This is an optimization exercise on Yosys and OpenROAD, whose aim is small area and a short achievable clock period, not a production implementation. Only simulation tests tie the RTL to the original design; equivalence was not proved. Power figures rest on the tool's default switching activity, not on a simulated workload.

[flow/config.mk]
export PLATFORM = sky130hd
export DESIGN_NAME = sys_matmul_stream
export DESIGN_NICKNAME = sys_matmul_stream
export VERILOG_FILES = /design/flow/design.v
export SDC_FILE = /design/flow/constraint.sdc
export NUM_CORES = 4
export LEC_CHECK = 0
export ABC_CLOCK_PERIOD_IN_PS = 2500
export CAP_MARGIN = 20
export CORE_MARGIN = 2
export CORE_UTILIZATION = 40
export SETUP_SLACK_MARGIN = 5
export SLEW_MARGIN = 20
[flow/constraint.sdc]
create_clock -name core_clock -period 8.0 [get_ports {CLK}]
set_input_delay 1.6000 -clock core_clock [delete_from_list [all_inputs] [get_ports {CLK}]]
set_output_delay 1.6000 -clock core_clock [all_outputs]
set_load 0.01 [all_outputs]
[flow/design.v]
module sys_matmul_stream #(
  parameter int N      = 3,
  parameter int DW     = 8,
  parameter int ACC_W  = 2*DW + $clog2(N),
  parameter int SIGNED = 0
) (
  input  logic             CLK,
  input  logic             rst_n,
  input  logic             vld_in,
  output logic             rdy_in,
  input  logic [DW-1:0]    a,
  input  logic [DW-1:0]    b,
  input  logic             keep,
  output logic             vld_out,
  input  logic             rdy_out,
  output logic [ACC_W-1:0] c,
  output logic             last_out,
  output logic             busy,
  output logic [1:0]       dbg_state
);
  localparam logic [1:0] S_LOAD = 2'd0, S_MAC = 2'd1, S_DRAIN = 2'd2;
  localparam int UD = 0, UY = 1, UZ = 2;
  logic [1:0]       r_state;
  logic [1:0]       r_i, r_j;
  logic             r_busy;
  logic             r_zero;        
  logic             r_clr;         
  logic             r_ph1;         
  logic             r_h1, r_h1i1;  
  logic             r_enD, r_enYZ, r_clrD, r_clrYZ, r_cD1, r_cY1;
  logic [2:0]       r_wD, r_wYZ;   
  logic [9:0]       r_ld;          
  logic [ACC_W-1:0] r_cout;
  logic [DW-1:0]    r_a [2];       
  logic [DW-1:0]    r_b [2];
  logic [DW-1:0]    r_az, r_by;
  logic [14:0]      r_ps [3];      
  logic [14:1]      r_pc [3];
  logic [ACC_W-1:0] r_c [3][3];
  logic w_in_hs, w_out_hs, w_mac, w_drain, w_ld;
  assign w_mac     = r_state[0];
  assign w_drain   = r_state[1];
  assign rdy_in    = (r_state == S_LOAD);
  assign vld_out   = w_drain;
  assign last_out  = r_ld[9];
  assign c         = r_cout;
  assign busy      = r_busy;
  assign dbg_state = r_state;
  assign w_in_hs   = vld_in && rdy_in;
  assign w_out_hs  = w_drain && rdy_out;
  assign w_ld      = (w_mac && (r_j == 2'd2)) || w_out_hs;
  logic w_clr_now;
  assign w_clr_now = ((r_i == 2'd0) && (r_j == 2'd0)) ? (!keep || r_zero) : r_clr;
  always_ff @(posedge CLK) begin
    if (!rst_n) begin
      r_state <= S_LOAD;
      r_i     <= '0;
      r_j     <= '0;
      r_busy  <= 1'b0;
      r_zero  <= 1'b1;
      r_ph1   <= 1'b0;
      r_h1    <= 1'b0;
      r_h1i1  <= 1'b0;
      r_enD   <= 1'b0;
      r_enYZ  <= 1'b0;
      r_wD    <= 3'b001;
      r_wYZ   <= 3'b001;
      r_ld    <= 10'd1;
      r_cout  <= '0;
    end else begin
      case (r_state)
        S_LOAD:  if (w_in_hs && (r_i == 2'd2)) r_state <= S_MAC;
        S_MAC:   r_state <= (r_j == 2'd2) ? S_DRAIN : S_LOAD;
        default: if (w_out_hs && r_ld[9]) r_state <= S_LOAD;
      endcase
      r_ph1  <= w_mac;
      r_h1   <= w_in_hs;
      r_h1i1 <= w_in_hs && (r_i == 2'd1);
      r_enD  <= r_h1;
      r_enYZ <= r_h1i1 || w_mac || r_ph1;
      if (r_enD)  r_wD  <= {r_wD[1:0], r_wD[2]};
      if (r_enYZ) r_wYZ <= {r_wYZ[1:0], r_wYZ[2]};
      if (w_in_hs) begin
        r_i    <= (r_i == 2'd2) ? 2'd0 : r_i + 2'd1;
        r_busy <= 1'b1;
        if ((r_i == 2'd0) && (r_j == 2'd0)) r_zero <= 1'b0;
      end
      if (w_mac) r_j <= (r_j == 2'd2) ? 2'd0 : r_j + 2'd1;
      if (w_out_hs && r_ld[9]) r_busy <= 1'b0;
      if (w_ld) begin
        r_ld   <= {r_ld[8:0], r_ld[9]};
        r_cout <= w_cnext;
      end
    end
  end
  always_ff @(posedge CLK) begin
    if (w_in_hs && (r_i == 2'd0) && (r_j == 2'd0)) r_clr <= !keep || r_zero;
    r_cD1   <= w_in_hs && (r_j == 2'd0) && w_clr_now;
    r_clrD  <= r_cD1;
    r_cY1   <= w_in_hs && (r_i == 2'd1) && (r_j == 2'd0) && r_clr;
    r_clrYZ <= r_cY1 || (r_clr && ((w_mac && (r_j == 2'd0)) || (r_ph1 && (r_j == 2'd1))));
    if (w_in_hs) begin
      r_a[0] <= a;      r_a[1] <= r_a[0];
      r_b[0] <= b;      r_b[1] <= r_b[0];
    end
    if (w_in_hs && (r_i == 2'd0)) begin
      r_az <= a;
      r_by <= b;
    end else if (w_mac) begin
      r_az <= r_a[1];
      r_by <= r_b[1];
    end
  end
  logic [2:0] w_ks [3];    
  logic [2:0] w_ps [3];    
  logic [ACC_W-1:0] w_cnext;
  always_comb begin
    w_ks[UD] = {r_ld[8], r_ld[4], r_ld[0]};
    w_ks[UY] = {r_ld[7], r_ld[6], r_ld[3]};
    w_ks[UZ] = {r_ld[5], r_ld[2], r_ld[1]};
    for (int u = 0; u < 3; u++) begin
      logic [2:0] w;
      w = (u == UD) ? r_wD : r_wYZ;
      for (int p = 0; p < 3; p++)
        w_ps[u][p] = (w[0] & w_ks[u][p]) | (w[1] & w_ks[u][(p+1)%3]) | (w[2] & w_ks[u][(p+2)%3]);
    end
    w_cnext = '0;
    for (int u = 0; u < 3; u++)
      for (int p = 0; p < 3; p++)
        w_cnext = w_cnext | (r_c[u][p] & {ACC_W{w_ps[u][p]}});
  end
  logic [15:0] w_ms [3], w_mc [3];
  mul8cs u_mD (.x(r_a[0]), .y(r_b[0]), .s(w_ms[UD]), .c(w_mc[UD]));
  mul8cs u_mY (.x(r_a[0]), .y(r_by),   .s(w_ms[UY]), .c(w_mc[UY]));
  mul8cs u_mZ (.x(r_az),   .y(r_b[0]), .s(w_ms[UZ]), .c(w_mc[UZ]));
  always_ff @(posedge CLK) begin
    for (int u = 0; u < 3; u++) begin
      r_ps[u] <= w_ms[u][14:0];
      r_pc[u] <= w_mc[u][14:1];
    end
  end
  logic w_en [3], w_cl [3];
  assign w_en[UD] = r_enD;
  assign w_en[UY] = r_enYZ;
  assign w_en[UZ] = r_enYZ;
  assign w_cl[UD] = r_clrD;
  assign w_cl[UY] = r_clrYZ;
  assign w_cl[UZ] = r_clrYZ;
  always_ff @(posedge CLK) begin
    for (int u = 0; u < 3; u++)
      if (w_en[u]) begin
        r_c[u][0] <= r_c[u][1];
        r_c[u][1] <= r_c[u][2];
        r_c[u][2] <= (w_cl[u] ? '0 : r_c[u][0]) + ACC_W'(r_ps[u]) + ACC_W'({r_pc[u], 1'b0});
      end
  end
endmodule
module mul8cs (input logic [7:0] x, input logic [7:0] y, output logic [15:0] s, output logic [15:0] c);
  wire pp0_0 = x[0] & y[0];
  wire pp0_1 = x[0] & y[1];
  wire pp0_2 = x[0] & y[2];
  wire pp0_3 = x[0] & y[3];
  wire pp0_4 = x[0] & y[4];
  wire pp0_5 = x[0] & y[5];
  wire pp0_6 = x[0] & y[6];
  wire pp0_7 = x[0] & y[7];
  wire pp1_0 = x[1] & y[0];
  wire pp1_1 = x[1] & y[1];
  wire pp1_2 = x[1] & y[2];
  wire pp1_3 = x[1] & y[3];
  wire pp1_4 = x[1] & y[4];
  wire pp1_5 = x[1] & y[5];
  wire pp1_6 = x[1] & y[6];
  wire pp1_7 = x[1] & y[7];
  wire pp2_0 = x[2] & y[0];
  wire pp2_1 = x[2] & y[1];
  wire pp2_2 = x[2] & y[2];
  wire pp2_3 = x[2] & y[3];
  wire pp2_4 = x[2] & y[4];
  wire pp2_5 = x[2] & y[5];
  wire pp2_6 = x[2] & y[6];
  wire pp2_7 = x[2] & y[7];
  wire pp3_0 = x[3] & y[0];
  wire pp3_1 = x[3] & y[1];
  wire pp3_2 = x[3] & y[2];
  wire pp3_3 = x[3] & y[3];
  wire pp3_4 = x[3] & y[4];
  wire pp3_5 = x[3] & y[5];
  wire pp3_6 = x[3] & y[6];
  wire pp3_7 = x[3] & y[7];
  wire pp4_0 = x[4] & y[0];
  wire pp4_1 = x[4] & y[1];
  wire pp4_2 = x[4] & y[2];
  wire pp4_3 = x[4] & y[3];
  wire pp4_4 = x[4] & y[4];
  wire pp4_5 = x[4] & y[5];
  wire pp4_6 = x[4] & y[6];
  wire pp4_7 = x[4] & y[7];
  wire pp5_0 = x[5] & y[0];
  wire pp5_1 = x[5] & y[1];
  wire pp5_2 = x[5] & y[2];
  wire pp5_3 = x[5] & y[3];
  wire pp5_4 = x[5] & y[4];
  wire pp5_5 = x[5] & y[5];
  wire pp5_6 = x[5] & y[6];
  wire pp5_7 = x[5] & y[7];
  wire pp6_0 = x[6] & y[0];
  wire pp6_1 = x[6] & y[1];
  wire pp6_2 = x[6] & y[2];
  wire pp6_3 = x[6] & y[3];
  wire pp6_4 = x[6] & y[4];
  wire pp6_5 = x[6] & y[5];
  wire pp6_6 = x[6] & y[6];
  wire pp6_7 = x[6] & y[7];
  wire pp7_0 = x[7] & y[0];
  wire pp7_1 = x[7] & y[1];
  wire pp7_2 = x[7] & y[2];
  wire pp7_3 = x[7] & y[3];
  wire pp7_4 = x[7] & y[4];
  wire pp7_5 = x[7] & y[5];
  wire pp7_6 = x[7] & y[6];
  wire pp7_7 = x[7] & y[7];
  wire hs0 = pp0_6 ^ pp1_5;
  wire hc0 = pp0_6 & pp1_5;
  wire fs1 = pp0_7 ^ pp1_6 ^ pp2_5;
  wire fc1 = (pp0_7 & pp1_6) | (pp0_7 & pp2_5) | (pp1_6 & pp2_5);
  wire hs2 = pp3_4 ^ pp4_3;
  wire hc2 = pp3_4 & pp4_3;
  wire fs3 = pp1_7 ^ pp2_6 ^ pp3_5;
  wire fc3 = (pp1_7 & pp2_6) | (pp1_7 & pp3_5) | (pp2_6 & pp3_5);
  wire hs4 = pp4_4 ^ pp5_3;
  wire hc4 = pp4_4 & pp5_3;
  wire fs5 = pp2_7 ^ pp3_6 ^ pp4_5;
  wire fc5 = (pp2_7 & pp3_6) | (pp2_7 & pp4_5) | (pp3_6 & pp4_5);
  wire hs6 = pp0_4 ^ pp1_3;
  wire hc6 = pp0_4 & pp1_3;
  wire fs7 = pp0_5 ^ pp1_4 ^ pp2_3;
  wire fc7 = (pp0_5 & pp1_4) | (pp0_5 & pp2_3) | (pp1_4 & pp2_3);
  wire hs8 = pp3_2 ^ pp4_1;
  wire hc8 = pp3_2 & pp4_1;
  wire fs9 = hs0 ^ pp2_4 ^ pp3_3;
  wire fc9 = (hs0 & pp2_4) | (hs0 & pp3_3) | (pp2_4 & pp3_3);
  wire fs10 = pp4_2 ^ pp5_1 ^ pp6_0;
  wire fc10 = (pp4_2 & pp5_1) | (pp4_2 & pp6_0) | (pp5_1 & pp6_0);
  wire fs11 = fs1 ^ hs2 ^ pp5_2;
  wire fc11 = (fs1 & hs2) | (fs1 & pp5_2) | (hs2 & pp5_2);
  wire fs12 = pp6_1 ^ pp7_0 ^ hc0;
  wire fc12 = (pp6_1 & pp7_0) | (pp6_1 & hc0) | (pp7_0 & hc0);
  wire fs13 = fs3 ^ hs4 ^ pp6_2;
  wire fc13 = (fs3 & hs4) | (fs3 & pp6_2) | (hs4 & pp6_2);
  wire fs14 = pp7_1 ^ fc1 ^ hc2;
  wire fc14 = (pp7_1 & fc1) | (pp7_1 & hc2) | (fc1 & hc2);
  wire fs15 = fs5 ^ pp5_4 ^ pp6_3;
  wire fc15 = (fs5 & pp5_4) | (fs5 & pp6_3) | (pp5_4 & pp6_3);
  wire fs16 = pp7_2 ^ fc3 ^ hc4;
  wire fc16 = (pp7_2 & fc3) | (pp7_2 & hc4) | (fc3 & hc4);
  wire fs17 = pp3_7 ^ pp4_6 ^ pp5_5;
  wire fc17 = (pp3_7 & pp4_6) | (pp3_7 & pp5_5) | (pp4_6 & pp5_5);
  wire fs18 = pp6_4 ^ pp7_3 ^ fc5;
  wire fc18 = (pp6_4 & pp7_3) | (pp6_4 & fc5) | (pp7_3 & fc5);
  wire fs19 = pp4_7 ^ pp5_6 ^ pp6_5;
  wire fc19 = (pp4_7 & pp5_6) | (pp4_7 & pp6_5) | (pp5_6 & pp6_5);
  wire hs20 = pp0_3 ^ pp1_2;
  wire hc20 = pp0_3 & pp1_2;
  wire fs21 = hs6 ^ pp2_2 ^ pp3_1;
  wire fc21 = (hs6 & pp2_2) | (hs6 & pp3_1) | (pp2_2 & pp3_1);
  wire fs22 = fs7 ^ hs8 ^ pp5_0;
  wire fc22 = (fs7 & hs8) | (fs7 & pp5_0) | (hs8 & pp5_0);
  wire fs23 = fs9 ^ fs10 ^ fc7;
  wire fc23 = (fs9 & fs10) | (fs9 & fc7) | (fs10 & fc7);
  wire fs24 = fs11 ^ fs12 ^ fc9;
  wire fc24 = (fs11 & fs12) | (fs11 & fc9) | (fs12 & fc9);
  wire fs25 = fs13 ^ fs14 ^ fc11;
  wire fc25 = (fs13 & fs14) | (fs13 & fc11) | (fs14 & fc11);
  wire fs26 = fs15 ^ fs16 ^ fc13;
  wire fc26 = (fs15 & fs16) | (fs15 & fc13) | (fs16 & fc13);
  wire fs27 = fs17 ^ fs18 ^ fc15;
  wire fc27 = (fs17 & fs18) | (fs17 & fc15) | (fs18 & fc15);
  wire fs28 = fs19 ^ pp7_4 ^ fc17;
  wire fc28 = (fs19 & pp7_4) | (fs19 & fc17) | (pp7_4 & fc17);
  wire fs29 = pp5_7 ^ pp6_6 ^ pp7_5;
  wire fc29 = (pp5_7 & pp6_6) | (pp5_7 & pp7_5) | (pp6_6 & pp7_5);
  wire hs30 = pp0_2 ^ pp1_1;
  wire hc30 = pp0_2 & pp1_1;
  wire fs31 = hs20 ^ pp2_1 ^ pp3_0;
  wire fc31 = (hs20 & pp2_1) | (hs20 & pp3_0) | (pp2_1 & pp3_0);
  wire fs32 = fs21 ^ pp4_0 ^ hc20;
  wire fc32 = (fs21 & pp4_0) | (fs21 & hc20) | (pp4_0 & hc20);
  wire fs33 = fs22 ^ hc6 ^ fc21;
  wire fc33 = (fs22 & hc6) | (fs22 & fc21) | (hc6 & fc21);
  wire fs34 = fs23 ^ hc8 ^ fc22;
  wire fc34 = (fs23 & hc8) | (fs23 & fc22) | (hc8 & fc22);
  wire fs35 = fs24 ^ fc10 ^ fc23;
  wire fc35 = (fs24 & fc10) | (fs24 & fc23) | (fc10 & fc23);
  wire fs36 = fs25 ^ fc12 ^ fc24;
  wire fc36 = (fs25 & fc12) | (fs25 & fc24) | (fc12 & fc24);
  wire fs37 = fs26 ^ fc14 ^ fc25;
  wire fc37 = (fs26 & fc14) | (fs26 & fc25) | (fc14 & fc25);
  wire fs38 = fs27 ^ fc16 ^ fc26;
  wire fc38 = (fs27 & fc16) | (fs27 & fc26) | (fc16 & fc26);
  wire fs39 = fs28 ^ fc18 ^ fc27;
  wire fc39 = (fs28 & fc18) | (fs28 & fc27) | (fc18 & fc27);
  wire fs40 = fs29 ^ fc19 ^ fc28;
  wire fc40 = (fs29 & fc19) | (fs29 & fc28) | (fc19 & fc28);
  wire fs41 = pp6_7 ^ pp7_6 ^ fc29;
  wire fc41 = (pp6_7 & pp7_6) | (pp6_7 & fc29) | (pp7_6 & fc29);
  assign s[0] = pp0_0;
  assign c[0] = 1'b0;
  assign s[1] = pp0_1;
  assign c[1] = pp1_0;
  assign s[2] = hs30;
  assign c[2] = pp2_0;
  assign s[3] = fs31;
  assign c[3] = hc30;
  assign s[4] = fs32;
  assign c[4] = fc31;
  assign s[5] = fs33;
  assign c[5] = fc32;
  assign s[6] = fs34;
  assign c[6] = fc33;
  assign s[7] = fs35;
  assign c[7] = fc34;
  assign s[8] = fs36;
  assign c[8] = fc35;
  assign s[9] = fs37;
  assign c[9] = fc36;
  assign s[10] = fs38;
  assign c[10] = fc37;
  assign s[11] = fs39;
  assign c[11] = fc38;
  assign s[12] = fs40;
  assign c[12] = fc39;
  assign s[13] = fs41;
  assign c[13] = fc40;
  assign s[14] = pp7_7;
  assign c[14] = fc41;
  assign s[15] = 1'b0;
  assign c[15] = 1'b0;
endmodule
[flow/run.sh]
#!/bin/bash
# synth_recipe.tcl (not shown) runs the flow's synth.tcl, then flattens the netlist and writes it again
# the make line also repeats each setting of config.mk as NAME=value (left out here)
make -C /OpenROAD-flow-scripts/flow DESIGN_CONFIG=/design/flow/config.mk WORK_HOME=/design/flow/orfs CLKGATE_MAP_FILE= SYNTH_SCRIPT=/design/flow/synth_recipe.tcl finish
==> results of run 1 <==
-- where the power goes --
group / total, W / leakage, nW / switching [W] / internal [W]
Clock: 0.00178 / 0.621 / 0.000736 / 0.00104
Combinational: 0.00236 / 4.99 / 0.00131 / 0.00105
Sequential: 0.00239 / 3.09 / 0.000154 / 0.00223
-- layer usage --
| layer | GRT usage [%] | wire [um] | up-vias |
|---|---|---|---|
| met5 | 0 | 0 | - |
| met1 | 28.48 | 21370 | 6109 |
| met3 | 4.315 | 3484 | 83 |
| met2 | 31.00 | 21330 | 422 |
| li1 | - | - | 5531 |
| met4 | 6.893 | 1402 | 0 |
-- cell usage in the layout (no fill, tap or decap), types with 13 or more instances in the layout --
cell type and n:
nand2_1 304, edfxtp_1 211, fa_1 146, dfxtp_1 132, inv_1 128, and2_1 84, ha_1 59, buf_4 59
nor2_1 56, nor2b_1 45, clkbuf_16 43, nand4_1 39, o21ai_0 30, a21oi_1 24, dlygate4sd2_1 24, xnor2_1 22
clkdlybuf4s50_1 19, a21boi_0 14, a2111oi_0 13, clkbuf_1 13
-- state kept, by name (all words and copies together) (netlist names), 2 cells and up --
| name | cells |
|---|---|
| r_a | 16 |
| r_c | 162 |
| r_ps | 45 |
| r_cout | 18 |
| r_by | 8 |
| r_pc | 42 |
| r_b | 16 |
| r_ld | 10 |
| r_az | 8 |
| r_i | 2 |
| r_wD | 3 |
| r_j | 2 |
| r_wYZ | 3 |
| r_state | 2 |
-- cell type report --
type,count,area share (%)
diodes,1,0.01158
flip-flops and latches,349,42.19
inverters,131,2.293
clock inverters,9,0.2837
multi-input cells,1061,41.65
repair inverters,1,0.03474
repair buffers,108,4.481
well taps,600,3.474
clock buffers,62,5.587
-- worst paths after layout --
path,start,to,slack [ns]
max,r_clrYZ,r_c[5][17],4.83
min,r_cD1,r_clrD,0.33
max reg2reg,r_clrYZ,r_c[5][17],4.83
min reg2reg,r_cD1,r_clrD,0.33
-- per-stage QoR --
step / util, % / std cells / hold WS (ns) / instance area (sq um)
finish: 47.62 / 2322 / 0.3277 / 21610
detailed placement: 42.86 / 2190 / 0.3121 / 19450
CTS: 46.79 / 2303 / 0.3233 / 21230
floorplan: - / 1594 / 0.3096 / 18530
global route: 47.62 / 2322 / 0.3313 / 21610
global placement: 42.86 / 2190 / 0.3127 / 19450
-- logic make-up after synthesis --
logic type,after synthesis
compound gates,175
flops,349
xor+xnor,36
simple gates,606
buf+inv,184
mux,25
fa+ha+maj,219
-- worst max-delay path: cells and delay by family, from the launching register on --
family / cells / cell delay, ns
flops: 1 / 0.35
buf+inv: 3 / 0.25
simple gates: 3 / 0.38
mux: 1 / 0.32
fa+ha+maj: 3 / 0.85
compound gates: 3 / 0.80
-- timing repair --
action,CTS,global route
resized for setup,66,49
setup buffers,40,17
cloned,2,0
setup endpoints to repair,116,43
pin swaps,15,17
==> results.txt, run 1 <==
================================================================================
Run status                                              timing/DRC/antenna clean
Per-cell routed wire length                                             20.50 um
Proportion of netlist area held by the largest area contributor           34.40%
Clock period minus final worst setup slack                              3.174 ns
Net count reported at finish                                                1931
Number of max-cap violations                                                   0
Fraction of the yosys area taken by sequential cells                      49.40%
DRC viols                                                                      0
Post-route setup TNS                                                        0 ns
Yosys cell types                                                              62
Period utilisation layout                                                 39.68%
Fill count                                                                  4140
Largest net degree at the start of global routing                             82
Die width                                                               218.6 um
R2R cell count                                                                13
Top post-synthesis cells by area                                    edfxtp_1, fa_1, dfxtp_1
Post-detailed-routing wire length                                       47590 um
Number of antenna violations at the first check in global routing              1
Slowest stage cell, crit path                                               fa_1
Post-synthesis compound-gate area fraction                                6.535%
Number of flip-flops and latches in the synthesized netlist                  349
Crit start category                                                     register
Area growth from synthesis to layout                                      17.33%
Worst max-slew margin expressed relative to the limit                     32.80%
Static leakage                                                          8.696 nW
Core region area                                                     45380 sq um
Unrepaired setup endpoints after global routing                             true
Adder-Cell Fraction of Synth Area                                         20.99%
Dominant combinational cell family by area after synthesis           adder cells
Final setup vio count                                                          0
Overall Global Routing Usage                                              20.24%
Total power                                                           0.006526 W
Deepest clock path buffer count                                                3
CTS Root Buffer Type                                                   clkbuf_16
Number of cells traversed by the worst hold path                               0
Cell with the most instances after synthesis                             nand2_1
Kind of capture point of the worst setup path                           register
Count of flip-flops with a built-in enable after synthesis                   211
Required time of the critical path                                       8.31 ns
Final Hold Vio Count                                                           0
Final Skew                                                            0.03229 ns
Cell area after synthesis                                            18420 sq um
Fraction of the mapped netlist area in simple logic gates                 15.70%
Vias/cell                                                                  5.230
Wire length of the first global-routing pass                            72420 um
Worst hold-check path type                                            reg -> reg
IR drop worst, VDD                                                     0.1518 mV
Final Max Tran Viols                                                           0
Arrival time of the worst setup path                                     3.48 ns
FF/Latch Area                                                         9116 sq um
TritonCTS clock tree                                                         yes
Fraction of layout instances using a drive strength above 1               13.42%
Worst setup timing slack at the placement stage                         3.878 ns
Number of placement rows                                                      78
Boundary pin count                                                            45
Clock transition at path regs                                            0.06 ns
Top cells by instance count after synthesis                         nand2_1, edfxtp_1, fa_1
Largest driver fanout on the critical path                                    11
Slew @ Worst Pin                                                       0.9826 ns
Type of the setup path with the least slack                           reg -> reg
Global placement routability congestion                                   0.8822
Number of detailed-route iterations in the first pass                          5
Antenna-violating nets left                                                    0
Cell Chain, Critical Path                                           buf_12 > nand2b_4 > fa_1 > inv_1 > ha_4 > inv_2 > fa_2 > nor2b_4 > o31a_1 > o31ai_4 > nand3_2 > o221ai_2 > mux2_4
Syn. warnings                                                                 21
Clock buffers created by TritonCTS                                            39
Via count of the first global-routing pass                                 12270
Cell accounting for the most synthesized area                           edfxtp_1
Post-synthesis net count                                                    1834
Top flip-flop cell by instance count after synthesis                    edfxtp_1
DRC marker count from the first detailed-route iteration                    1264
Mean area per synthesized cell                                       11.55 sq um
Post-layout worst setup margin                                          4.826 ns
Share of synthesized registers carrying an async set or reset                 0%
Pwr Density                                                         302.0 nW/um^2
Sum of net half-perimeters after detailed placement                     32970 um
CTS HTree Levels                                                               2
Initial core utilization                                                  40.58%
Overall die height                                                      218.6 um
Clock insertion delay at the later pin of the skew report                0.56 ns
Area share of xor/xnor cells in the synthesized design                    1.712%
PortBufs                                                                      44
Synthesized instance count                                                  1594
Crit-path max cell delay                                                 0.47 ns
Clock Sinks                                                                  349
Die footprint                                                        47780 sq um
Highest attainable clock frequency                                    0.3150 GHz
Hold buffers post-CTS                                                          0
Vias                                                                       12150
Multi-input combinational cell area                                   9000 sq um
Remaining global-route overflow                                                0
Post-synthesis mux area share                                             1.474%
================================================================================
==> inputs of run 2 (changes only) <==
--- a/flow/config.mk
+++ b/flow/config.mk
@@ -7,3 +7,2 @@
 export LEC_CHECK = 0
-export ABC_CLOCK_PERIOD_IN_PS = 2500
 export CAP_MARGIN = 20
@@ -11,2 +10,4 @@
 export CORE_UTILIZATION = 40
+export CTS_BUF_LIST = sky130_fd_sc_hd__clkbuf_8
+export CTS_CLUSTER_SIZE = 30
 export SETUP_SLACK_MARGIN = 5
==> run 2 against run 1 <==
Non-clock buffer count rose by 15. Sequential power about the same. Sequential cell count unchanged. Largest cell class unchanged. Largest power group unchanged.
==> results.txt, run 2 <==
================================================================================
Top cells by instance count after synthesis                         nand2_1, edfxtp_1, fa_1
Deepest clock path buffer count                                                3
Required time of the critical path                                       8.42 ns
Clock insertion delay at the later pin of the skew report                0.67 ns
IR drop worst, VDD                                                     0.1454 mV
Final Hold Vio Count                                                           0
Type of the setup path with the least slack                           reg -> reg
Vias                                                                       12350
Clock Sinks                                                                  349
Via count of the first global-routing pass                                 12540
Global placement routability congestion                                   0.8822
Area growth from synthesis to layout                                      17.88%
Largest net degree at the start of global routing                             82
Post-detailed-routing wire length                                       48130 um
Number of detailed-route iterations in the first pass                          6
Leading cell type in the layout, fill and taps excluded                  nand2_1
Largest driver fanout on the critical path                                     7
Cell with the most instances after synthesis                             nand2_1
Unrepaired setup endpoints after global routing                             true
Final Max Tran Viols                                                           0
Fraction of layout instances using a drive strength above 1               16.46%
Boundary pin count                                                            45
Arrival time of the worst setup path                                     3.56 ns
Per-cell routed wire length                                             20.26 um
DRC marker count from the first detailed-route iteration                     917
Clock transition at path regs                                            0.07 ns
Most flops, register                                                         r_c
Cell Chain, Critical Path                                           buf_12 > nand2b_4 > fa_1 > inv_2 > ha_4 > inv_2 > fa_2 > nor2b_4 > o31a_1 > o31ai_4 > nand3_2 > o221ai_2 > mux2_4
Leading cell types in the layout, fill and taps excluded            nand2_1, edfxtp_1, fa_1
Overall Global Routing Usage                                              20.38%
Top post-synthesis cells by area                                    edfxtp_1, fa_1, dfxtp_1
DRC viols                                                                      0
Number of flip-flops and latches in the synthesized netlist                  349
Post-synthesis net count                                                    1834
Post-route setup TNS                                                        0 ns
Initial core utilization                                                  40.58%
Vias/cell                                                                  5.199
Antenna-violating nets left                                                    0
Crit path max-delay family                                           adder cells
Cell area after synthesis                                            18420 sq um
Number of flip-flops under the largest register name                         162
Cells after DPL                                                             2190
Proportion of netlist area held by the largest area contributor           34.40%
Period utilisation layout                                                 39.18%
Yosys cell types                                                              62
Crit-path max cell delay                                                 0.49 ns
Cell accounting for the most synthesized area                           edfxtp_1
Worst max-slew margin expressed relative to the limit                     23.93%
CTS Root Buffer Type                                                    clkbuf_8
Kind of capture point of the worst setup path                           register
CTS HTree Levels                                                               2
Synthesized instance count                                                  1594
TritonCTS clock tree                                                         yes
Top flip-flop cell by instance count after synthesis                    edfxtp_1
Combined buffer and inverter count along the critical path                     3
Overall die height                                                      218.6 um
Slowest stage cell, crit path                                               fa_1
Die footprint                                                        47780 sq um
Leading registers by flop count                                     r_c: 162 flops, r_ps: 45 flops, r_pc: 42 flops
Core region area                                                     45380 sq um
Remaining global-route overflow                                                0
Worst hold-check path type                                            reg -> reg
Highest attainable clock frequency                                    0.3190 GHz
Count of flip-flops with a built-in enable after synthesis                   211
Clock buffers created by TritonCTS                                            58
Fraction of the yosys area taken by sequential cells                      49.40%
Final Skew                                                            0.04927 ns
Wire length of the first global-routing pass                            73020 um
Number of placement rows                                                      78
Final setup vio count                                                          0
Syn. warnings                                                                 21
Number of antenna violations at the first check in global routing              2
Worst hold margin                                                      0.3305 ns
Static leakage                                                          8.865 nW
Clock period minus final worst setup slack                              3.134 ns
Crit start category                                                     register
Slew @ Worst Pin                                                        1.112 ns
Die width                                                               218.6 um
Sum of net half-perimeters after detailed placement                     32970 um
Pwr Density                                                         294.7 nW/um^2
Mean area per synthesized cell                                       11.55 sq um
Count of non-filler cells in the finished layout                            2376
Run status                                              timing/DRC/antenna clean
Total power                                                           0.006398 W
Most frequent cell on the critical path                                    inv_2
Net count reported at finish                                                1965
PortBufs                                                                      44
Number of max-cap violations                                                   0
Share of synthesized registers carrying an async set or reset                 0%
================================================================================
run 2: cell counts after synthesis:
No cell type changed its count.
run 2: kinds of logic (layout without fill, tap and decap cells):
group / count (synthesis) / after routing / share of synthesized area (%)
AOI/OAI and AO/OA: 175 / 175 / 6.535
buffers and inverters: 184 / 364 / 4.185
other: 0 / 2 / 0
xor gates and xnor gates: 36 / 36 / 1.712
adders and majority gates: 219 / 219 / 20.99
and+or+nand+nor: 606 / 606 / 15.70
DFF: 349 / 349 / 49.40
muxes: 25 / 25 / 1.474
run 2: routing by layer:
metal	part of all wire [%]	track usage, %
met2	45	31.60
met1	44	28.38
met5	0	0
met3	7.5	4.245
met4	3.0	6.984
run 2: power breakdown:
part           leakage [nW]  internal, W  switching [W]  total, W
combinational          5.06      0.00102        0.00130   0.00232
sequential             3.09      0.00223       0.000153   0.00239
clock                 0.716     0.000936       0.000757   0.00169
total                  8.86      0.00419        0.00221   0.00640
run 2: timing repair:
action,CTS,global route
resized for setup,78,46
gates cloned,3,0
setup endpoints to repair,114,47
buffers inserted,42,30
hold buffers,0,0
pin swaps,17,18
run 2: worst paths after layout:
path / from / to / slack (ns) / depth (start not counted)
setup / recovery: r_clrYZ / r_c[5][17] / 4.87 / 13
hold / removal: r_cD1 / r_clrD / 0.33 / 0
setup reg to reg: r_clrYZ / r_c[5][17] / 4.87 / 13
hold reg to reg: r_cD1 / r_clrD / 0.33 / 0
run 2: final cells by class:
class / count / area, sq um
fillers: 4136 / 23670
repair buffers: 123 / 1110
clock buffers: 74 / 1018
repair inverters: 1 / 5.005
inverters: 131 / 495.5
diodes: 2 / 5.005
well taps: 600 / 750.7
clock inverters: 35 / 251.5
flip-flops and latches: 349 / 9120
multi-input cells: 1061 / 8955
run 2: per-stage QoR:
step	setup WS, ns	util [%]	cell area [sq um]
after global placement	3.969	42.86	19450
after detailed placement	3.878	42.86	19450
after CTS	4.816	47.02	21340
after global routing	4.797	47.84	21710
after floorplan	4.840	-	18530
final	4.866	47.84	21710
==> inputs of run 3 (changes only) <==
--- a/flow/config.mk
+++ b/flow/config.mk
@@ -9,5 +9,5 @@
 export CORE_MARGIN = 2
-export CORE_UTILIZATION = 40
-export CTS_BUF_LIST = sky130_fd_sc_hd__clkbuf_8
-export CTS_CLUSTER_SIZE = 30
+export CORE_UTILIZATION = 60
+export CTS_BUF_LIST = sky130_fd_sc_hd__clkbuf_4 sky130_fd_sc_hd__clkbuf_8
+export CTS_CLUSTER_SIZE = 20
 export SETUP_SLACK_MARGIN = 5
==> run 3 against run 2 <==
Still clean on timing, DRC and antenna. Sequential power is essentially flat. Non-clock buffer count rose by 6. Via count is essentially flat. Largest power group is now combinational cells. Highest routed layer unchanged.
==> results.txt, run 3 <==
================================================================================
Run status                                              timing/DRC/antenna clean
Kind of capture point of the worst setup path                           register
Static leakage                                                          8.912 nW
Clock transition at path regs                                            0.07 ns
Die width                                                               179.2 um
Per-cell routed wire length                                             21.45 um
Synthesized instance count                                                  1594
Clock period minus final worst setup slack                              3.157 ns
PortBufs                                                                      44
Final setup vio count                                                          0
Required time of the critical path                                       8.37 ns
Largest net degree at the start of global routing                             81
Cell accounting for the most synthesized area                           edfxtp_1
Overall Global Routing Usage                                              29.63%
Leading registers by flop count                                     r_c: 162 flops, r_ps: 45 flops, r_pc: 42 flops
Number of detailed-route iterations in the first pass                          5
Wire length of the first global-routing pass                            70350 um
Syn. warnings                                                                 21
CTS HTree Levels                                                               2
Worst setup timing slack at the placement stage                         3.822 ns
Unrepaired setup endpoints after global routing                             true
Crit-path max cell delay                                                 0.49 ns
Final Skew                                                            0.03010 ns
Area growth from synthesis to layout                                      17.81%
Cell Chain, Critical Path                                           buf_12 > nand2b_4 > fa_1 > inv_2 > ha_4 > inv_2 > fa_2 > nor2b_4 > o31a_1 > o31ai_2 > nand3_2 > o221ai_2 > mux2_4
Post-synthesis net count                                                    1834
Number of placement rows                                                      64
Arrival time of the worst setup path                                     3.52 ns
Die footprint                                                        32110 sq um
IR drop worst, VDD                                                     0.2133 mV
Top flip-flop cell by instance count after synthesis                    edfxtp_1
CTS Root Buffer Type                                                    clkbuf_8
Worst hold-check path type                                            reg -> reg
Type of the setup path with the least slack                           reg -> reg
Fraction of the yosys area taken by sequential cells                      49.40%
Number of antenna cells inserted                                               0
Final Hold Vio Count                                                           0
Slowest stage cell, crit path                                               fa_1
Initial core utilization                                                  60.53%
Final Max Tran Viols                                                           0
Leading cell types in the layout, fill and taps excluded            nand2_1, edfxtp_1, fa_1
Sum of net half-perimeters after detailed placement                     31410 um
Vias/cell                                                                  5.682
Global placement routability congestion                                   0.8702
Number of antenna violations at the first check in global routing              0
Clock buffers created by TritonCTS                                            57
Post-layout worst setup margin                                          4.843 ns
Count of flip-flops with a built-in enable after synthesis                   211
Total power                                                           0.006688 W
Number of flip-flops under the largest register name                         162
Vias                                                                       12350
Number of max-cap violations                                                   0
Crit start category                                                     register
Worst max-slew margin expressed relative to the limit                     28.65%
Slew @ Worst Pin                                                        1.070 ns
Period utilisation layout                                                 39.46%
Cell area after synthesis                                            18420 sq um
Yosys cell types                                                              62
Top post-synthesis cells by area                                    edfxtp_1, fa_1, dfxtp_1
Cell with the most instances after synthesis                             nand2_1
Leading cell type in the layout, fill and taps excluded                  nand2_1
Via count of the first global-routing pass                                 12290
Antenna-violating nets left                                                    0
Hold buffers post-CTS                                                          0
Number of flip-flops and latches in the synthesized netlist                  349
TritonCTS clock tree                                                         yes
Pwr Density                                                         308.2 nW/um^2
Most flops, register                                                         r_c
Proportion of netlist area held by the largest area contributor           34.40%
Worst hold margin                                                      0.3507 ns
Mean area per synthesized cell                                       11.55 sq um
Combined buffer and inverter count along the critical path                     3
Top cells by instance count after synthesis                         nand2_1, edfxtp_1, fa_1
Fraction of layout instances using a drive strength above 1               18.39%
Highest attainable clock frequency                                    0.3168 GHz
Most frequent cell on the critical path                                    inv_2
Core region area                                                     30430 sq um
DRC viols                                                                      0
Largest driver fanout on the critical path                                     6
Post-route setup TNS                                                        0 ns
Crit path max-delay family                                           adder cells
Overall die height                                                      179.2 um
Post-detailed-routing wire length                                       46640 um
Clock insertion delay at the later pin of the skew report                0.62 ns
Deepest clock path buffer count                                                3
Share of synthesized registers carrying an async set or reset                 0%
Boundary pin count                                                            45
Clock Sinks                                                                  349
Net count reported at finish                                                1970
DRC marker count from the first detailed-route iteration                     988
Remaining global-route overflow                                                0
================================================================================
## run 3: changes by cell type in the layout (fill, tap and decap cells not counted), sizes merged
cell           before  now
inv               146  132
buf                78   85
clkinv             15   22
clkbuf             76   79
diode               2    0
bufbuf              2    1
bufinv              3    4
clkdlybuf4s50      19   20
clkinvlp            3    2
dlygate4sd2        22   23
## run 3: final cells by class
| cell class | instances | area [sq um] |
|---|---|---|
| Clock buffer | 79 | 987.2 |
| Clock inverter | 28 | 239.0 |
| Fill cell | 2252 | 8732 |
| Inverter | 131 | 495.5 |
| Multi-Input combinational cell | 1061 | 9139 |
| Sequential cell | 349 | 9119 |
| Tap cell | 396 | 495.5 |
| Timing Repair Buffer | 129 | 1217 |
| Timing Repair inverter | 1 | 5.005 |
## run 3: layer usage
layer	share of wire [%]	vias to the layer above	track usage, %
met3	7.3	101	5.874
met2	46	492	46.68
met4	4.3	0	10.89
li1	-	5632	-
met5	0	-	0
met1	43	6128	41.12
## run 3: cell families (layout without fill, tap and decap cells)
logic type / count (synthesis) / after routing / share of synthesized area, %
AO/OA/AOI/OAI: 175 / 175 / 6.535
XOR/XNOR: 36 / 36 / 1.712
adder cells (fa/ha/maj): 219 / 219 / 20.99
buffers and inverters: 184 / 368 / 4.185
flip-flops: 349 / 349 / 49.40
multiplexers: 25 / 25 / 1.474
AND/OR/NAND/NOR: 606 / 606 / 15.70
## run 3: metrics by stage
step / area [sq um] / utilization (%) / instances
final: 21700 / 71.30 / 2174
after global routing: 21700 / 71.30 / 2174
after CTS: 21130 / 69.43 / 2143
after detailed placement: 19200 / 63.10 / 1986
after global placement: 19200 / 63.10 / 1986
after floorplan: 18530 / - / 1594
## run 3: final timing paths
check | from | to | slack [ns] | depth (start not counted)
max | r_clrYZ | r_c[5][17] | 4.84 | 13
min | r_cD1 | r_clrD | 0.35 | 0
max reg2reg | r_clrYZ | r_c[5][17] | 4.84 | 13
min reg2reg | r_cD1 | r_clrD | 0.35 | 0
## run 3: power by group
| part | total [W] | internal [W] | switching [W] |
|---|---|---|---|
| combinational | 0.00263 | 0.00118 | 0.00145 |
| sequential | 0.00239 | 0.00223 | 0.000155 |
| clock | 0.00167 | 0.000932 | 0.000740 |
| total | 0.00669 | 0.00435 | 0.00234 |
## run 3: what timing repair did
| action | in CTS | in global routing |
|---|---|---|
| buffers inserted | 47 | 31 |
| pin swaps | 19 | 46 |
| gates cloned | 3 | 0 |
| endpoints found under the setup margin | 114 | 30 |
| gates resized for setup | 89 | 73 |
==> inputs of run 4 (changes only) <==
--- a/flow/design.v
+++ b/flow/design.v
@@ -29,3 +29,3 @@
   logic             r_h1, r_h1i1;  
-  logic             r_enD, r_enYZ, r_clrD, r_clrYZ, r_cD1, r_cY1;
+  logic             r_enD, r_enYZ, r_clrD, r_clrYZ, r_cD1, r_cY1, r_pzD;
   logic [2:0]       r_wD, r_wYZ;   
@@ -98,2 +98,3 @@
     r_cD1   <= w_in_hs && (r_j == 2'd0) && w_clr_now;
+    r_pzD   <= w_in_hs && (r_i == 2'd0) && (r_j == 2'd0) && w_clr_now;
     r_clrD  <= r_cD1;
@@ -141,3 +142,3 @@
   end
-  logic w_en [3], w_cl [3];
+  logic w_en [3], w_rz [3], w_pz [3];
   assign w_en[UD] = r_enD;
@@ -145,5 +146,8 @@
   assign w_en[UZ] = r_enYZ;
-  assign w_cl[UD] = r_clrD;
-  assign w_cl[UY] = r_clrYZ;
-  assign w_cl[UZ] = r_clrYZ;
+  assign w_rz[UD] = r_clrD && !r_wD[2];
+  assign w_rz[UY] = r_clrYZ && !r_wYZ[2];
+  assign w_rz[UZ] = w_rz[UY];
+  assign w_pz[UD] = r_pzD;
+  assign w_pz[UY] = r_cY1;
+  assign w_pz[UZ] = r_cY1;
   always_ff @(posedge CLK) begin
@@ -151,5 +155,7 @@
       if (w_en[u]) begin
-        r_c[u][0] <= r_c[u][1];
+        r_c[u][0] <= w_rz[u] ? '0 : r_c[u][1];
         r_c[u][1] <= r_c[u][2];
-        r_c[u][2] <= (w_cl[u] ? '0 : r_c[u][0]) + ACC_W'(r_ps[u]) + ACC_W'({r_pc[u], 1'b0});
+        r_c[u][2] <= r_c[u][0] + ACC_W'(r_ps[u]) + ACC_W'({r_pc[u], 1'b0});
+      end else if (w_pz[u]) begin
+        r_c[u][0] <= '0;
       end
==> flow/config.mk (replaced) <==
export PLATFORM = sky130hd
export DESIGN_NAME = sys_matmul_stream
export DESIGN_NICKNAME = sys_matmul_stream
export VERILOG_FILES = /design/flow/design.v
export SDC_FILE = /design/flow/constraint.sdc
export NUM_CORES = 4
export LEC_CHECK = 0
export CAP_MARGIN = 5
export CORE_MARGIN = 2
export CORE_UTILIZATION = 40
export CTS_BUF_LIST = sky130_fd_sc_hd__clkbuf_8
export CTS_CLUSTER_SIZE = 30
export SETUP_SLACK_MARGIN = 5
export SLEW_MARGIN = 5
==> run 4 against run 3 <==
Synthesized cell count decreased by 0.69%. Fmax rose by 7.9%. Synthesized area down 0.71%. Still clean on timing, DRC and antenna. Combinational power shrank 15%. Critical path type is now reg -> out. Count of clock-buffer cells in the layout fell by 3. Via count decreased by 3.0%. Total power down 4.5%. Non-clock buffer count fell by 27. Cell count is 7.9% higher. Register-to-register slack improved by 0.25 ns.
==> results.txt, run 4 <==
================================================================================
Run status                                              timing/DRC/antenna clean
Static leakage                                                          8.663 nW
Post-route setup TNS                                                        0 ns
Worst hold-check path type                                            reg -> reg
Met2 demand-to-capacity share in global routing                           30.59%
Crit start category                                                     register
Global placement routability congestion                                   0.8606
Placed instance area                                                 19320 sq um
Synthesized instance count                                                  1583
Final Cell Area                                                      21180 sq um
Overall Global Routing Usage                                              19.79%
Number of max-cap violations                                                   0
Kind of capture point of the worst setup path                        output port
Clock transition at path regs                                            0.06 ns
Post-synthesis net count                                                    1823
Terminus of the critical flop-to-flop path                            r_c[8][13]
Fraction of the yosys area taken by sequential cells                      49.86%
Net count reported at finish                                                1935
FF-to-FF setup slack                                                     5.09 ns
Number of flip-flops under the largest register name                         162
Clock insertion delay at the later pin of the skew report                0.65 ns
Hold buffers post-CTS                                                          0
Initial core utilization                                                  40.38%
Period utilisation layout                                                 36.56%
Yosys cell types                                                              60
Core region area                                                     45280 sq um
Hold Crit Endpoint                                                        r_clrD
Hold path startpoint                                                       r_cD1
Number of antenna cells inserted                                               0
Share of synthesized registers carrying an async set or reset                 0%
Fraction of layout instances using a drive strength above 1               11.98%
Vias/cell                                                                  5.109
Count of non-filler cells in the finished layout                            2345
Met3 Resource Use GR                                                      3.459%
Cell accounting for the most synthesized area                           edfxtp_1
Remaining global-route overflow                                                0
Leading cell type in the layout, fill and taps excluded                  nand2_1
Die width                                                               217.8 um
Sum of net half-perimeters after detailed placement                     32630 um
Cell area after synthesis                                            18290 sq um
Launching element of the worst setup path                             r_state[0]
Wire length of the first global-routing pass                            70900 um
Multi-input combinational cell area                                   8631 sq um
Die footprint                                                        47450 sq um
Most flops, register                                                         r_c
Cells after DPL                                                             2181
Routing layer with the top usage in global route                            met2
Leading cell types in the layout, fill and taps excluded            nand2_1, edfxtp_1, inv_1
Largest net degree at the start of global routing                             78
Top flip-flop cell by instance count after synthesis                    edfxtp_1
Final setup vio count                                                          0
CTS Root Buffer Type                                                    clkbuf_8
Clock Sinks                                                                  350
Clock buffers created by TritonCTS                                            58
Total power                                                           0.006384 W
Number of placement rows                                                      78
Per-cell routed wire length                                             19.61 um
Number of cells traversed by the worst hold path                               0
Boundary pin count                                                            45
IR drop worst, VDD                                                     0.1906 mV
Leading registers by flop count                                     r_c: 162 flops, r_ps: 45 flops, r_pc: 42 flops
Final Max Tran Viols                                                           0
Met1 demand-to-capacity share in global routing                           27.31%
Post-detailed-routing wire length                                       45980 um
Final Skew                                                            0.02589 ns
FF/Latch Area                                                         9134 sq um
Pwr Density                                                         301.4 nW/um^2
Area growth from synthesis to layout                                      15.81%
Overall die height                                                      217.8 um
Vias                                                                       11980
Highest attainable clock frequency                                    0.3419 GHz
Arrival time of the worst setup path                                     1.32 ns
Deepest clock path buffer count                                                3
Unrepaired setup endpoints after global routing                             true
PortBufs                                                                      44
Slew @ Worst Pin                                                        1.116 ns
Number of detailed-route iterations in the first pass                          5
R2R cell count                                                                11
Worst reg2reg path startpoint                                          r_c[6][1]
Final Hold Vio Count                                                           0
Via count of the first global-routing pass                                 12240
Type of the setup path with the least slack                           reg -> out
CTS HTree Levels                                                               2
Antenna-violating nets left                                                    0
Cell with the most instances after synthesis                             nand2_1
TritonCTS clock tree                                                         yes
DRC marker count from the first detailed-route iteration                     856
Fill count                                                                  4157
Required time of the critical path                                       6.40 ns
Mean area per synthesized cell                                       11.55 sq um
Top cells by instance count after synthesis                         nand2_1, edfxtp_1, fa_1
Number of antenna violations at the first check in global routing              0
Clock period minus final worst setup slack                              2.925 ns
Number of flip-flops and latches in the synthesized netlist                  350
Largest driver fanout on the critical path                                     3
Syn. warnings                                                                 23
DRC viols                                                                      0
Worst max-slew margin expressed relative to the limit                     25.63%
Top post-synthesis cells by area                                    edfxtp_1, fa_1, dfxtp_1
Count of flip-flops with a built-in enable after synthesis                   211
Proportion of netlist area held by the largest area contributor           34.65%
================================================================================
-- run 4: cell types whose count changed in the layout (fill, tap and decap cells not counted), moves of 16 or more --
cell | before | now
buf_4 | 70 | 53
inv_1 | 124 | 148
a21oi_1 | 22 | 39
nor2b_1 | 38 | 11
and2_1 | 78 | 138
clkbuf_4 | 16 | 0
-- run 4: worst max path at each step --
stage | cells past startpoint | to
after global routing | 16 | r_c[5][7]
final | 3 | rdy_in
after CTS | 3 | rdy_in
after detailed placement | 5 | r_by[0]
after floorplan | 12 | r_c[5][17]
after global placement | 5 | r_by[0]
-- run 4: metrics by stage --
stage,utilization [%],setup WS [ns],hold slack (ns)
after floorplan,-,5.144,0.3096
after global placement,42.66,3.665,0.3132
after detailed placement,42.66,3.553,0.3143
after CTS,46.17,4.960,0.3289
after global routing,46.77,4.974,0.3471
final,46.77,5.075,0.3263
-- run 4: layer usage --
| metal | wire [um] | part of all wire (%) | vias to the layer above |
|---|---|---|---|
| li1 | - | - | 5559 |
| met1 | 20750 | 45 | 5974 |
| met2 | 20650 | 45 | 356 |
| met3 | 2730 | 5.9 | 91 |
| met4 | 1846 | 4.0 | 0 |
| met5 | 0 | 0 | - |
-- run 4: kinds of logic after synthesis --
group / share of synthesized area, %
XOR/XNOR: 1.916
AO/OA/AOI/OAI: 6.849
flip-flops: 49.86
AND/OR/NAND/NOR: 14.87
adder cells (fa/ha/maj): 21.14
buffers and inverters: 3.941
multiplexers: 1.423
-- run 4: area by class of cell --
class                   count  share of cell area [%]
clock buffers              76                   4.939
clock inverters            34                   1.069
well taps                 600                   3.545
multi-input cells        1047                   40.75
repair buffers            102                   4.135
flip-flops and latches    350                   43.13
inverters                 136                   2.434
-- run 4: power by group --
part	internal [W]	switching [W]
logic	0.000995	0.00124
registers	0.00227	0.000191
clock network	0.000947	0.000743
-- run 4: repair_timing --
item / CTS / global route
endpoints found under the setup margin: 96 / 50
buffers inserted: 34 / 20
resized for setup: 49 / 25
pin swaps: 6 / 22
-- run 4: critical path, cell delays in order, from the launching register on --
cell     delay (ns)
dfxtp_4        0.34
buf_4          0.14
nor2_4         0.10
buf_6          0.11
==> inputs of run 5 (changes only) <==
--- a/flow/config.mk
+++ b/flow/config.mk
@@ -7,8 +7,9 @@
 export LEC_CHECK = 0
-export CAP_MARGIN = 5
+export CAP_MARGIN = 20
 export CORE_MARGIN = 2
-export CORE_UTILIZATION = 40
+export CORE_UTILIZATION = 55
 export CTS_BUF_LIST = sky130_fd_sc_hd__clkbuf_8
 export CTS_CLUSTER_SIZE = 30
+export PLACE_DENSITY = 0.7
 export SETUP_SLACK_MARGIN = 5
-export SLEW_MARGIN = 5
+export SLEW_MARGIN = 20
==> run 5 against run 4 <==
Sequential share of layout area is 1.1 points higher. Critical path depth is 9 higher. Global-route usage is 5.8 points higher. Synthesized cell count stayed put. First-iteration DRC count is 35% higher. Cell count is 7.6% lower.
==> results.txt, run 5 <==
================================================================================
Cell area after synthesis                                            18290 sq um
Number of flip-flops and latches in the synthesized netlist                  350
Run status                                              timing/DRC/antenna clean
Deepest clock path buffer count                                                3
DRC viols                                                                      0
Leading registers by flop count                                     r_c: 162 flops, r_ps: 45 flops, r_pc: 42 flops
Fill count                                                                  2570
Syn. warnings                                                                 23
Post-synthesis net count                                                    1823
Leading cell type in the layout, fill and taps excluded                  nand2_1
Fraction of the yosys area taken by sequential cells                      49.86%
Largest net degree at the start of global routing                             78
Final Hold Vio Count                                                           0
Overall Global Routing Usage                                              25.55%
Sum of net half-perimeters after detailed placement                     30780 um
PortBufs                                                                      44
Combined buffer and inverter count along the critical path                     3
Final Skew                                                            0.03360 ns
Per-cell routed wire length                                             20.04 um
Fraction of layout instances using a drive strength above 1               10.50%
Vias                                                                       12050
Part of the total power dissipated in combinational logic                  35.1%
Leading cell types in the layout, fill and taps excluded            nand2_1, edfxtp_1, inv_1
Initial core utilization                                                  56.06%
Type of the setup path with the least slack                           reg -> reg
Count of flip-flops with a built-in enable after synthesis                   211
CTS HTree Levels                                                               2
Top flip-flop cell by instance count after synthesis                    edfxtp_1
Final Max Tran Viols                                                           0
Clock period minus final worst setup slack                              2.991 ns
Static leakage                                                          8.552 nW
Number of placement rows                                                      66
Clock insertion delay at the later pin of the skew report                0.61 ns
CTS Root Buffer Type                                                    clkbuf_8
Die footprint                                                        34720 sq um
Kind of capture point of the worst setup path                           register
Internal Pwr Total                                                    0.004093 W
Die width                                                               186.3 um
Slowest stage cell, crit path                                               fa_1
TritonCTS clock tree                                                         yes
Worst max-slew margin expressed relative to the limit                     25.94%
Mean area per synthesized cell                                       11.55 sq um
Number of max-cap violations                                                   0
Share of synthesized registers carrying an async set or reset                 0%
Core Util, Final                                                          63.38%
Cell Chain, Critical Path                                           inv_1 > fa_1 > inv_1 > ha_1 > fa_2 > a211oi_4 > o211ai_1 > a221oi_2 > buf_4 > nor2_1 > nor2_1 > xnor2_1
Terminus of the critical flop-to-flop path                            r_c[8][15]
DRC marker count from the first detailed-route iteration                    1159
FF/Latch Area                                                         9133 sq um
Clock transition at path regs                                            0.06 ns
Yosys cell types                                                              60
Arrival time of the worst setup path                                     3.33 ns
Crit start category                                                     register
Crit-path max cell delay                                                 0.48 ns
Cell with the most instances after synthesis                             nand2_1
Wire length of the first global-routing pass                            68750 um
Vias/cell                                                                  5.565
Remaining global-route overflow                                                0
Number of antenna cells inserted                                               0
Net count reported at finish                                                1918
FF-to-FF setup slack                                                     5.01 ns
Number of antenna violations at the first check in global routing              0
Worst reg2reg path startpoint                                          r_c[6][1]
Hold buffers post-CTS                                                          0
Unrepaired setup endpoints after global routing                             true
Via count of the first global-routing pass                                 12420
Number of cells traversed by the worst hold path                               0
Pwr Density                                                         299.9 nW/um^2
Synthesized instance count                                                  1583
Sequential Power Share                                                     39.7%
Period utilisation layout                                                 37.39%
Global placement routability congestion                                   0.8596
Number of detailed-route iterations in the first pass                          6
Worst hold-check path type                                            reg -> reg
Required time of the critical path                                       8.34 ns
Number of flip-flops under the largest register name                         162
IR drop worst, VDD                                                     0.1846 mV
Top cells by instance count after synthesis                         nand2_1, edfxtp_1, fa_1
Boundary pin count                                                            45
R2R cell count                                                                12
Antenna-violating nets left                                                    0
Proportion of netlist area held by the largest area contributor           34.65%
Top post-synthesis cells by area                                    edfxtp_1, fa_1, dfxtp_1
Clock buffers created by TritonCTS                                            55
Highest attainable clock frequency                                    0.3343 GHz
Slew @ Worst Pin                                                        1.111 ns
Total net switching power                                             0.002106 W
Hold path startpoint                                                       r_cD1
Largest driver fanout on the critical path                                     3
Most flops, register                                                         r_c
Post-route setup TNS                                                        0 ns
Core region area                                                     32620 sq um
Crit path max-delay family                                           adder cells
Final setup vio count                                                          0
Overall die height                                                      186.3 um
Hold Crit Endpoint                                                        r_clrD
Clock Sinks                                                                  350
Area growth from synthesis to layout                                      13.04%
Clk network pwr share                                                      25.2%
Fraction of power spent switching nets                                    33.97%
Cell accounting for the most synthesized area                           edfxtp_1
Post-detailed-routing wire length                                       43420 um
Multi-input combinational cell area                                   8556 sq um
================================================================================
==> run 5: cell counts after synthesis <==
Identical to the previous run, type by type.
==> run 5: how the worst max path moves through the flow <==
stage	start	end	slack (ns)	depth (start not counted)
CTS	r_state[0]	rdy_in	4.91	3
global route	r_c[6][1]	r_c[8][15]	4.89	12
finish	r_c[6][1]	r_c[8][15]	5.01	12
floorplan	r_c[3][1]	r_c[5][17]	5.14	12
detailed placement	vld_in	r_by[0]	4.28	6
global placement	vld_in	r_by[0]	4.32	6
==> run 5: layout make-up <==
class	instances	share of cell area [%]
Clock buffer	68	4.527
Clock inverter	35	1.102
Inverter	136	2.506
Multi-Input combinational cell	1047	41.39
Sequential cell	350	44.18
Tap cell	442	2.675
Timing Repair Buffer	88	3.625
==> run 5: stage by stage <==
stage | power, W | cell area, sq um | instances | hold WS [ns] | setup WS, ns
global route | 0.006620 | 20670 | 2166 | 0.3308 | 4.894
finish | 0.006199 | 20670 | 2166 | 0.3269 | 5.009
CTS | 0.006185 | 20560 | 2158 | 0.3292 | 4.914
detailed placement | 0.004565 | 19120 | 2024 | 0.3146 | 4.281
global placement | 0.004495 | 19120 | 2024 | 0.3118 | 4.322
floorplan | 0.004037 | 18290 | 1583 | 0.3096 | 5.144
==> run 5: cells by family after synthesis <==
logic type | share of synthesized area, %
multiplexers | 1.423
AND/OR/NAND/NOR | 14.87
AO/OA/AOI/OAI | 6.849
XOR/XNOR | 1.916
flip-flops | 49.86
buffers and inverters | 3.941
adder cells (fa/ha/maj) | 21.14
==> run 5: what timing repair did <==
| item | 4_1_cts | 5_1_grt |
|---|---|---|
| endpoints found under the setup margin | 74 | 26 |
| buffers inserted | 31 | 8 |
| pin swaps | 6 | 11 |
| resized for setup | 43 | 18 |
==> run 5: per-layer routing <==
layer,track usage (%),wire (um)
met1,34.71,18060
met2,40.63,20020
met5,0,0
met4,11.63,2009
met3,4.307,3328
==> run 5: worst register-to-register path, delay by kind of cell (launching register included) <==
| kind | cells | cell delay, ns |
|---|---|---|
| xor gates and xnor gates | 1 | 0.07 |
| AOI/OAI and AO/OA | 3 | 0.75 |
| buffers and inverters | 3 | 0.29 |
| and+or+nand+nor | 2 | 0.15 |
| DFF | 1 | 0.36 |
| adders and majority gates | 3 | 1.10 |
==> run 5: power groups by stage <==
stage	registers [W]	logic [W]	clock network (W)
after floorplan	0.00241	0.00163	0
after global placement	0.00251	0.00199	0
after detailed placement	0.00251	0.00205	0
after CTS	0.00246	0.00213	0.00159
after global routing	0.00248	0.00247	0.00167
final	0.00246	0.00218	0.00156
==> inputs of run 6 (changes only) <==
--- a/flow/config.mk
+++ b/flow/config.mk
@@ -9,6 +9,5 @@
 export CORE_MARGIN = 2
-export CORE_UTILIZATION = 55
+export CORE_UTILIZATION = 40
 export CTS_BUF_LIST = sky130_fd_sc_hd__clkbuf_8
 export CTS_CLUSTER_SIZE = 30
-export PLACE_DENSITY = 0.7
 export SETUP_SLACK_MARGIN = 5
==> run 6 against run 5 <==
Sequential share of layout area is 1.1 points lower. Global-route usage is 5.8 points lower. Via count is 0.61% lower. Combinational power is 3% higher. Total power is 3.0% higher. Hold slack worse by 0.00056 ns. Highest routed layer unchanged.
==> results.txt, run 6 <==
================================================================================
Run status                                              timing/DRC/antenna clean
Clock insertion delay at the later pin of the skew report                0.65 ns
Net count reported at finish                                                1935
Syn. warnings                                                                 23
Final Hold Vio Count                                                           0
Worst max-slew margin expressed relative to the limit                     25.63%
R2R cell count                                                                11
Clock period minus final worst setup slack                              2.925 ns
Number of cells traversed by the worst hold path                               0
Post-synthesis net count                                                    1823
Hold buffers post-CTS                                                          0
Worst setup timing slack at the placement stage                         3.553 ns
Slew @ Worst Pin                                                        1.116 ns
Final setup vio count                                                          0
Per-cell routed wire length                                             19.61 um
Highest attainable clock frequency                                    0.3419 GHz
Post-detailed-routing wire length                                       45980 um
Static leakage                                                          8.663 nW
Largest driver fanout on the critical path                                     3
Die footprint                                                        47450 sq um
Synthesized instance count                                                  1583
Number of detailed-route iterations in the first pass                          5
Proportion of netlist area held by the largest area contributor           34.65%
Unrepaired setup endpoints after global routing                             true
Number of flip-flops under the largest register name                         162
Deepest clock path buffer count                                                3
Kind of capture point of the worst setup path                        output port
Period utilisation layout                                                 36.56%
Cell accounting for the most synthesized area                           edfxtp_1
Crit start category                                                     register
IR drop worst, VDD                                                     0.1906 mV
Number of antenna cells inserted                                               0
Number of flip-flops and latches in the synthesized netlist                  350
Clock buffers created by TritonCTS                                            58
Area growth from synthesis to layout                                      15.81%
Mean area per synthesized cell                                       11.55 sq um
Pwr Density                                                         301.4 nW/um^2
PortBufs                                                                      44
Wire length of the first global-routing pass                            70900 um
Fraction of the yosys area taken by sequential cells                      49.86%
Core region area                                                     45280 sq um
Share of synthesized registers carrying an async set or reset                 0%
Boundary pin count                                                            45
Top cells by instance count after synthesis                         nand2_1, edfxtp_1, fa_1
TritonCTS clock tree                                                         yes
Cell area after synthesis                                            18290 sq um
Post-layout worst setup margin                                          5.075 ns
Antenna-violating nets left                                                    0
Cell with the most instances after synthesis                             nand2_1
Worst hold-check path type                                            reg -> reg
Most flops, register                                                         r_c
Fraction of layout instances using a drive strength above 1               11.98%
Number of antenna violations at the first check in global routing              0
Via count of the first global-routing pass                                 12240
CTS Root Buffer Type                                                    clkbuf_8
Clock transition at path regs                                            0.06 ns
Vias                                                                       11980
Yosys cell types                                                              60
Required time of the critical path                                       6.40 ns
Die width                                                               217.8 um
Leading cell type in the layout, fill and taps excluded                  nand2_1
Number of placement rows                                                      78
DRC viols                                                                      0
Arrival time of the worst setup path                                     1.32 ns
Leading cell types in the layout, fill and taps excluded            nand2_1, edfxtp_1, inv_1
Initial core utilization                                                  40.38%
Vias/cell                                                                  5.109
Count of flip-flops with a built-in enable after synthesis                   211
DRC marker count from the first detailed-route iteration                     856
Top post-synthesis cells by area                                    edfxtp_1, fa_1, dfxtp_1
Clock Sinks                                                                  350
Global placement routability congestion                                   0.8606
Overall Global Routing Usage                                              19.79%
Type of the setup path with the least slack                           reg -> out
Largest net degree at the start of global routing                             78
Leading registers by flop count                                     r_c: 162 flops, r_ps: 45 flops, r_pc: 42 flops
Fill count                                                                  4157
Sum of net half-perimeters after detailed placement                     32630 um
CTS HTree Levels                                                               2
Top flip-flop cell by instance count after synthesis                    edfxtp_1
Final Max Tran Viols                                                           0
Number of max-cap violations                                                   0
Overall die height                                                      217.8 um
Post-route setup TNS                                                        0 ns
Remaining global-route overflow                                                0
Final Skew                                                            0.02589 ns
================================================================================
-- run 6: cell counts after synthesis --
Identical to the previous run, type by type.
-- run 6: timing repair --
item,in CTS,in global routing
pin swaps,6,22
endpoints found under the setup margin,96,50
gates resized for setup,49,25
setup buffers,34,20
hold endpoints to repair,0,0
-- run 6: kinds of logic after synthesis --
logic type,count (synthesis),synth area share [%]
flops,350,49.86
compound gates,183,6.849
xor+xnor,40,1.916
simple gates,581,14.87
buf+inv,186,3.941
mux,24,1.423
fa+ha+maj,219,21.14
-- run 6: critical path, cell delays in order (launching register included) --
cell	delay, ns
dfxtp_4	0.34
buf_4	0.14
nor2_4	0.10
buf_6	0.11
-- run 6: cell type report --
type	instances	area (sq um)	area share (%)
Clock buffer	76	1046	4.939
Clock inverter	34	226.5	1.069
Inverter	136	515.5	2.434
Multi-Input combinational cell	1047	8631	40.75
Sequential cell	350	9134	43.13
Tap cell	600	750.7	3.545
Timing Repair Buffer	102	875.8	4.135
-- run 6: power by group --
part | internal, W | switching [W]
combinational | 0.000995 | 0.00124
sequential | 0.00227 | 0.000191
clock | 0.000947 | 0.000743
-- run 6: path summary, 6_finish.rpt --
kind / start / end / slack, ns
hold / removal: r_cD1 / r_clrD / 0.33
setup / recovery: r_state[0] / rdy_in / 5.08
setup reg to reg: r_c[6][1] / r_c[8][13] / 5.09
hold reg to reg: r_cD1 / r_clrD / 0.33
-- run 6: layer usage --
metal / routed length (um) / track usage [%] / vias up
met5: 0 / 0 / -
met4: 1846 / 8.889 / 0
met3: 2730 / 3.459 / 91
met1: 20750 / 27.31 / 5974
li1: - / - / 5559
met2: 20650 / 30.59 / 356
-- run 6: per-stage QoR --
step	util [%]	area, sq um	power, W	cells	hold WS [ns]
detailed placement	42.66	19320	0.004583	2181	0.3143
global placement	42.66	19320	0.004518	2181	0.3132
floorplan	-	18290	0.004037	1583	0.3096
finish	46.77	21180	0.006384	2345	0.3263
CTS	46.17	20910	0.006352	2325	0.3289
global route	46.77	21180	0.006829	2345	0.3471

separate check: timing with driven ports:
No port has a modelled driver above. Below, the same layouts with a new extraction and two added sets of constraints. Step 1, drivers: a clkbuf_16 drives CLK and a buf_2 each remaining input, both assumed. Step 2 moves the port delays by t, midway between the first and last clock arrival at a register: inputs arrive t later, outputs are due t later. That takes back most of the time a late clock gives input paths. a / b / c = no drivers / after step 1 / after step 2; a / b = the first two.
run	shift t [ns]	slack for setup (ns)	worst register clock-pin slew, ns	pins driven straight from the clock port
run 1	0.599	4.826 / 4.826 / 4.353	0.06 / 0.06	1
run 2	0.693	4.866 / 4.866 / 4.257	0.07 / 0.07	1
run 3	0.657	4.843 / 4.843 / 4.435	0.07 / 0.07	1
run 4	0.688	5.075 / 5.021 / 4.464	0.07 / 0.07	1
run 5	0.641	5.009 / 5.009 / 4.516	0.07 / 0.07	1
run 6	0.688	5.075 / 5.021 / 4.464	0.07 / 0.07	1
After both steps every run listed still meets setup and hold.
